Source: an optimization exercise on an open RTL-to-GDS flow (aim: small area, a short achievable clock period and few clock cycles per item). Production flows keep margins and buffers that such runs may drop.
Power is estimated from default activity; no workload was simulated.

== red ==
Design lc4_pipeline, start of the top module:
module lc4_pipeline #(
   parameter logic [15:0] RESET_PC = 16'h8200
) (
   input  wire         gwe,
   input  wire         i_rst_n,
   output logic [15:0] o_cur_pc,
   input  wire  [15:0] i_cur_insn,
   output logic [15:0] o_dmem_addr,
   output logic        o_dmem_we,
   output logic [15:0] o_dmem_towrite,
   input  wire  [15:0] i_cur_dmem_data,
   output logic [1:0]  o_trace_stall,
   output logic [15:0] o_trace_pc,
   output logic [15:0] o_trace_insn,
   output logic        o_trace_regfile_we,
   output logic [2:0]  o_trace_wsel,
   output logic [15:0] o_trace_wdata,
   output logic        o_trace_nzp_we,
   output logic [2:0]  o_trace_nzp_bits,
   output logic        o_trace_dmem_we,
   output logic [15:0] o_trace_dmem_addr,
   output logic [15:0] o_trace_dmem_data
);
==> module lc4_pipeline, before the edit <==
module lc4_pipeline #(
   parameter logic [15:0] RESET_PC = 16'h8200
) (
   input  wire         gwe,
   input  wire         i_rst_n,
   output logic [15:0] o_cur_pc,
   input  wire  [15:0] i_cur_insn,
   output logic [15:0] o_dmem_addr,
   output logic        o_dmem_we,
   output logic [15:0] o_dmem_towrite,
   input  wire  [15:0] i_cur_dmem_data,
   output logic [1:0]  o_trace_stall,
   output logic [15:0] o_trace_pc,
   output logic [15:0] o_trace_insn,
   output logic        o_trace_regfile_we,
   output logic [2:0]  o_trace_wsel,
   output logic [15:0] o_trace_wdata,
   output logic        o_trace_nzp_we,
   output logic [2:0]  o_trace_nzp_bits,
   output logic        o_trace_dmem_we,
   output logic [15:0] o_trace_dmem_addr,
   output logic [15:0] o_trace_dmem_data
);
   logic [15:0] pc_q;                     
   logic        go_q;                     
   logic        clr_q;                    
   logic        xv_q;                     
   logic [15:0] x_insn_q;
   logic [15:0] x_a_q, x_b_q;             
   logic        x_mul_q;                  
   logic [10:0] x_ctl_q;                  
   logic        dep_q;                    
   logic        brs_res_q, brs_ld_q;      
   logic        brt_res_q, brt_ld_q;      
   logic        mv_q;                     
   logic        m_we_q, m_ld_q, m_st_q, m_mul_q;
   logic [15:0] m_insn_q, m_res_q, m_sd_q;
   logic        cv_q;                     
   logic        c_we_q, c_mem_q, c_st_q;   
   logic        seen_q;                   
   logic [15:0] c_insn_q, c_val_q, c_addr_q;
   logic [15:0] tpc_q;                    
   logic [2:0]  f_rt;
   logic [10:0] f_ctl;
   logic [3:0]  f_op;
   logic [15:0] f_a, f_b, m_wdata;
   logic        x_go, go_d, x_we, x_ld, f_mul, f_rs_used, f_rt_used, f_rs_hit, f_rt_hit, f_dep;
   lc4_decoder u_predecode (.i_insn(i_cur_insn), .o_rt(f_rt), .o_ctl(f_ctl));
   lc4_regfile u_regfile (
      .gwe(gwe), .i_clr(clr_q),
      .i_rs(i_cur_insn[8:6]), .i_rt(f_rt),
      .i_rd(m_insn_q[11:9]), .i_wdata(m_wdata), .i_rd_we(m_we_q),
      .o_rs_data(f_a), .o_rt_data(f_b)
   );
   assign x_go = go_q;
   assign x_we = xv_q && x_go && lc4_pkg::writes_rd(x_insn_q);
   assign x_ld = lc4_pkg::is_load(x_insn_q);
   assign f_op      = i_cur_insn[15:12];
   assign f_mul     = lc4_pkg::is_mul(i_cur_insn);
   assign f_rs_used = (f_op == 4'b0001 || f_op == 4'b0101 || f_op[3:1] == 3'b011);
   assign f_rt_used = (f_op == 4'b0111 || f_op == 4'b1101 ||
                       ((f_op == 4'b0001 || f_op == 4'b0101) && !i_cur_insn[5]));
   assign f_rs_hit  = x_we && i_cur_insn[8:6] == x_insn_q[11:9];
   assign f_rt_hit  = x_we && f_rt == x_insn_q[11:9];
   assign f_dep     = (x_mul_q || f_mul) && ((f_rs_used && f_rs_hit) || (f_rt_used && f_rt_hit));
   assign go_d      = !f_dep;
   logic [15:0] pc_inc;
   assign pc_inc   = pc_q + 16'd1;
   assign o_cur_pc = pc_q;
   logic [15:0] a_x, b_x, alu_x, mul_s, mul_c;
   lc4_hazard u_byp_rs (
      .i_reg_data(x_a_q), .i_sel_res(brs_res_q), .i_sel_ld(brs_ld_q),
      .i_m_res(m_res_q), .i_dmem_data(i_cur_dmem_data), .o_data(a_x)
   );
   lc4_hazard u_byp_rt (
      .i_reg_data(x_b_q), .i_sel_res(brt_res_q), .i_sel_ld(brt_ld_q),
      .i_m_res(m_res_q), .i_dmem_data(i_cur_dmem_data), .o_data(b_x)
   );
   lc4_alu u_alu (.i_insn(x_insn_q), .i_a(a_x), .i_b(b_x), .i_ctl(x_ctl_q), .o_result(alu_x));
   lc4_mul_csa u_mul (.i_x(x_a_q), .i_y(x_b_q), .o_s(mul_s), .o_c(mul_c));
   assign m_wdata = m_ld_q ? i_cur_dmem_data : m_mul_q ? m_res_q + m_sd_q : m_res_q;
   assign o_dmem_addr    = m_res_q;
   assign o_dmem_we      = m_st_q;
   assign o_dmem_towrite = m_sd_q;
   always_ff @(posedge gwe or negedge i_rst_n) begin
      if (!i_rst_n) begin
         pc_q      <= RESET_PC;
         go_q      <= 1'b1;
         clr_q     <= 1'b1;
         xv_q      <= 1'b0;
         dep_q     <= 1'b0;
         brs_res_q <= 1'b0;
         brs_ld_q  <= 1'b0;
         brt_res_q <= 1'b0;
         brt_ld_q  <= 1'b0;
         mv_q      <= 1'b0;
         m_we_q    <= 1'b0;
         m_st_q    <= 1'b0;
         cv_q      <= 1'b0;
         seen_q    <= 1'b0;
      end else begin
         pc_q      <= go_d ? pc_inc : pc_q;
         go_q      <= go_d;
         clr_q     <= 1'b0;
         xv_q      <= 1'b1;
         dep_q     <= f_dep;
         brs_res_q <= f_rs_hit && !x_ld;
         brs_ld_q  <= f_rs_hit && x_ld;
         brt_res_q <= f_rt_hit && !x_ld;
         brt_ld_q  <= f_rt_hit && x_ld;
         mv_q      <= xv_q && x_go;
         m_we_q    <= x_we;
         m_st_q    <= xv_q && x_go && lc4_pkg::is_store(x_insn_q);
         cv_q      <= mv_q;
         seen_q    <= seen_q || cv_q;
      end
   end
   always_ff @(posedge gwe) begin
      x_insn_q <= i_cur_insn;
      x_a_q    <= f_a;
      x_b_q    <= f_b;
      x_mul_q  <= f_mul;
      x_ctl_q  <= f_ctl;
      m_insn_q <= x_insn_q;
      m_ld_q   <= x_ld;
      m_mul_q  <= x_mul_q;
      m_res_q  <= x_mul_q ? mul_s : alu_x;
      m_sd_q   <= x_mul_q ? mul_c : b_x;
      c_insn_q <= m_insn_q;
      c_we_q   <= lc4_pkg::writes_rd(m_insn_q);
      c_mem_q  <= m_ld_q || lc4_pkg::is_store(m_insn_q);
      c_st_q   <= lc4_pkg::is_store(m_insn_q);
      c_addr_q <= m_res_q;
      c_val_q  <= m_st_q ? m_sd_q : m_wdata;
      tpc_q    <= pc_q - 16'd1 - {15'd0, go_q};
   end
   assign o_trace_stall      = {!cv_q, !cv_q && seen_q};
   assign o_trace_pc         = tpc_q;
   assign o_trace_insn       = c_insn_q;
   assign o_trace_regfile_we = c_we_q;
   assign o_trace_wsel       = c_insn_q[11:9];
   assign o_trace_wdata      = c_val_q;
   assign o_trace_nzp_we     = c_we_q;
   assign o_trace_nzp_bits   = c_val_q[15] ? 3'b100 : (c_val_q == 16'd0) ? 3'b010 : 3'b001;
   assign o_trace_dmem_we    = c_st_q;
   assign o_trace_dmem_addr  = c_mem_q ? c_addr_q : 16'd0;
   assign o_trace_dmem_data  = c_mem_q ? c_val_q : 16'd0;
endmodule
clock: 7.0 ns
lec_check: 0
abc_clock_period_in_ps: 3500
cap_margin: 20
core_margin: 2
core_utilization: 50
cts_cluster_diameter: 100
cts_cluster_size: 22
setup_slack_margin: 3.5
slew_margin: 20
standard.sh (not shown) runs the stock make flow with config.mk's settings and CLKGATE_MAP_FILE= SYNTH_SCRIPT=/design/flow/synth_recipe.tcl, a recipe that flattens the netlist after the stock synthesis.
==> flow/flow/run.sh <==
#!/bin/bash
# Standard layout, with each port buffered by the smallest buffer cell, and with adders and
# compressors left to abc as plain gates rather than full/half adder cells
set -euo pipefail
export BUFFER_PORTS_ARGS="-buffer_cell sky130_fd_sc_hd__buf_1"
export ADDER_MAP_FILE=
bash standard.sh > standard.log 2>&1
Both conditions hold for red: the flow ran to the end and the final layout passed the timing, design-rule and antenna checks.
Here is what was changed in the inputs of blue compared with red.
-- flow/design.v --
<<< red, line 198
   logic [15:0] x_a_q, x_b_q;             
   logic        x_mul_q;                  
   logic [10:0] x_ctl_q;                  
   logic        dep_q;                    
>>> blue, line 198
   logic [15:0] x_a_q, x_b_q;             
   logic        x_mul_q;                  
   logic        x_wr_q, x_ldi_q, x_sti_q;  
   logic [10:0] x_ctl_q;                  
   logic        dep_q;                    
<<< red, line 214
   logic [3:0]  f_op;
   logic [15:0] f_a, f_b, m_wdata;
   logic        x_go, go_d, x_we, x_ld, f_mul, f_rs_used, f_rt_used, f_rs_hit, f_rt_hit, f_dep;
   lc4_decoder u_predecode (.i_insn(i_cur_insn), .o_rt(f_rt), .o_ctl(f_ctl));
   lc4_regfile u_regfile (
>>> blue, line 215
   logic [3:0]  f_op;
   logic [15:0] f_a, f_b, m_wdata;
   logic        x_go, go_d, x_we, x_ld, f_mul, f_st, f_rs_used, f_rt_used, f_rs_hit, f_rt_hit, f_dep;
   lc4_decoder u_predecode (.i_insn(i_cur_insn), .o_rt(f_rt), .o_ctl(f_ctl));
   lc4_regfile u_regfile (
<<< red, line 223
   );
   assign x_go = go_q;
   assign x_we = xv_q && x_go && lc4_pkg::writes_rd(x_insn_q);
   assign x_ld = lc4_pkg::is_load(x_insn_q);
   assign f_op      = i_cur_insn[15:12];
   assign f_mul     = lc4_pkg::is_mul(i_cur_insn);
   assign f_rs_used = (f_op == 4'b0001 || f_op == 4'b0101 || f_op[3:1] == 3'b011);
   assign f_rt_used = (f_op == 4'b0111 || f_op == 4'b1101 ||
>>> blue, line 224
   );
   assign x_go = go_q;
   assign x_we = xv_q && x_go && x_wr_q;
   assign x_ld = x_ldi_q;
   assign f_op      = i_cur_insn[15:12];
   assign f_mul     = lc4_pkg::is_mul(i_cur_insn);
   assign f_st      = lc4_pkg::is_store(i_cur_insn);
   assign f_rs_used = (f_op == 4'b0001 || f_op == 4'b0101 || f_op[3:1] == 3'b011);
   assign f_rt_used = (f_op == 4'b0111 || f_op == 4'b1101 ||
<<< red, line 280
         mv_q      <= xv_q && x_go;
         m_we_q    <= x_we;
         m_st_q    <= xv_q && x_go && lc4_pkg::is_store(x_insn_q);
         cv_q      <= mv_q;
         seen_q    <= seen_q || cv_q;
>>> blue, line 282
         mv_q      <= xv_q && x_go;
         m_we_q    <= x_we;
         m_st_q    <= xv_q && x_go && x_sti_q;
         cv_q      <= mv_q;
         seen_q    <= seen_q || cv_q;
<<< red, line 290
      x_b_q    <= f_b;
      x_mul_q  <= f_mul;
      x_ctl_q  <= f_ctl;
      m_insn_q <= x_insn_q;
>>> blue, line 292
      x_b_q    <= f_b;
      x_mul_q  <= f_mul;
      x_wr_q   <= lc4_pkg::writes_rd(i_cur_insn);
      x_ldi_q  <= lc4_pkg::is_load(i_cur_insn);
      x_sti_q  <= f_st;
      x_ctl_q  <= f_ctl;
      m_insn_q <= x_insn_q;
Results
- blue finished end to end and its layout was clean on timing, DRC and antenna.
- Cmp red and blue / fraction of the mapped netlist area in compound gates / higher: red
- Diff red -> blue: area share of and/or/nand/nor cells after synthesis went down, area after synthesis went down by 370 um2, number of inverters outside the clock class in the layout fell 13.
- Diff red -> blue: clock sink total higher; final-stage net count lower.
- Die boundary width, red and blue: lower on blue
- In blue the global routing usage summed across all routing layers turned out 0.18 points higher than in red.
- Compared with red, count of mapped cells out of synthesis in blue decreased slightly.
- Summary of blue over red: power higher, area added between synthesis and finish higher, wire length of the first global-routing pass lower, share of the final layout cell area in sequential cells lower, largest stage delay on the critical path higher.
Function was not checked in any run of this note: the RTL went through the layout flow alone.

what the ideal ports hide:
The flow's constraints put no driver on any port. The routed layouts listed below were extracted and timed again, unchanged, in two steps. Step 1 (the two cells are an assumption about what drives the block):
set clk [get_ports {gwe}]
set_driving_cell -lib_cell sky130_fd_sc_hd__clkbuf_16 $clk
set_driving_cell -lib_cell sky130_fd_sc_hd__buf_2 [delete_from_list [all_inputs] $clk]
Step 2 times the ports against the registers' clock, not the clock port: input delays grow and output delays shrink by t, the midpoint of the rising clock arrivals with the driver on. a / b / c = ideal ports / drivers / drivers and shift; a / b = the first two.
| run | t, ns | slack for setup (ns) | latest minus earliest clock arrival (ns) | worst slew at a driven data input, ns |
|---|---|---|---|---|
| red | 0.601 | 3.463 / 3.486 / 2.886 | 0.025 / 0.025 | 0.06 |
| blue | 0.601 | 3.381 / 3.387 / 2.786 | 0.037 / 0.036 | 0.10 |
After both steps setup and hold are still met in every run listed. The setup slack of blue, which loses most, moves by +0.006 ns with the drivers and by -0.595 ns with both steps.
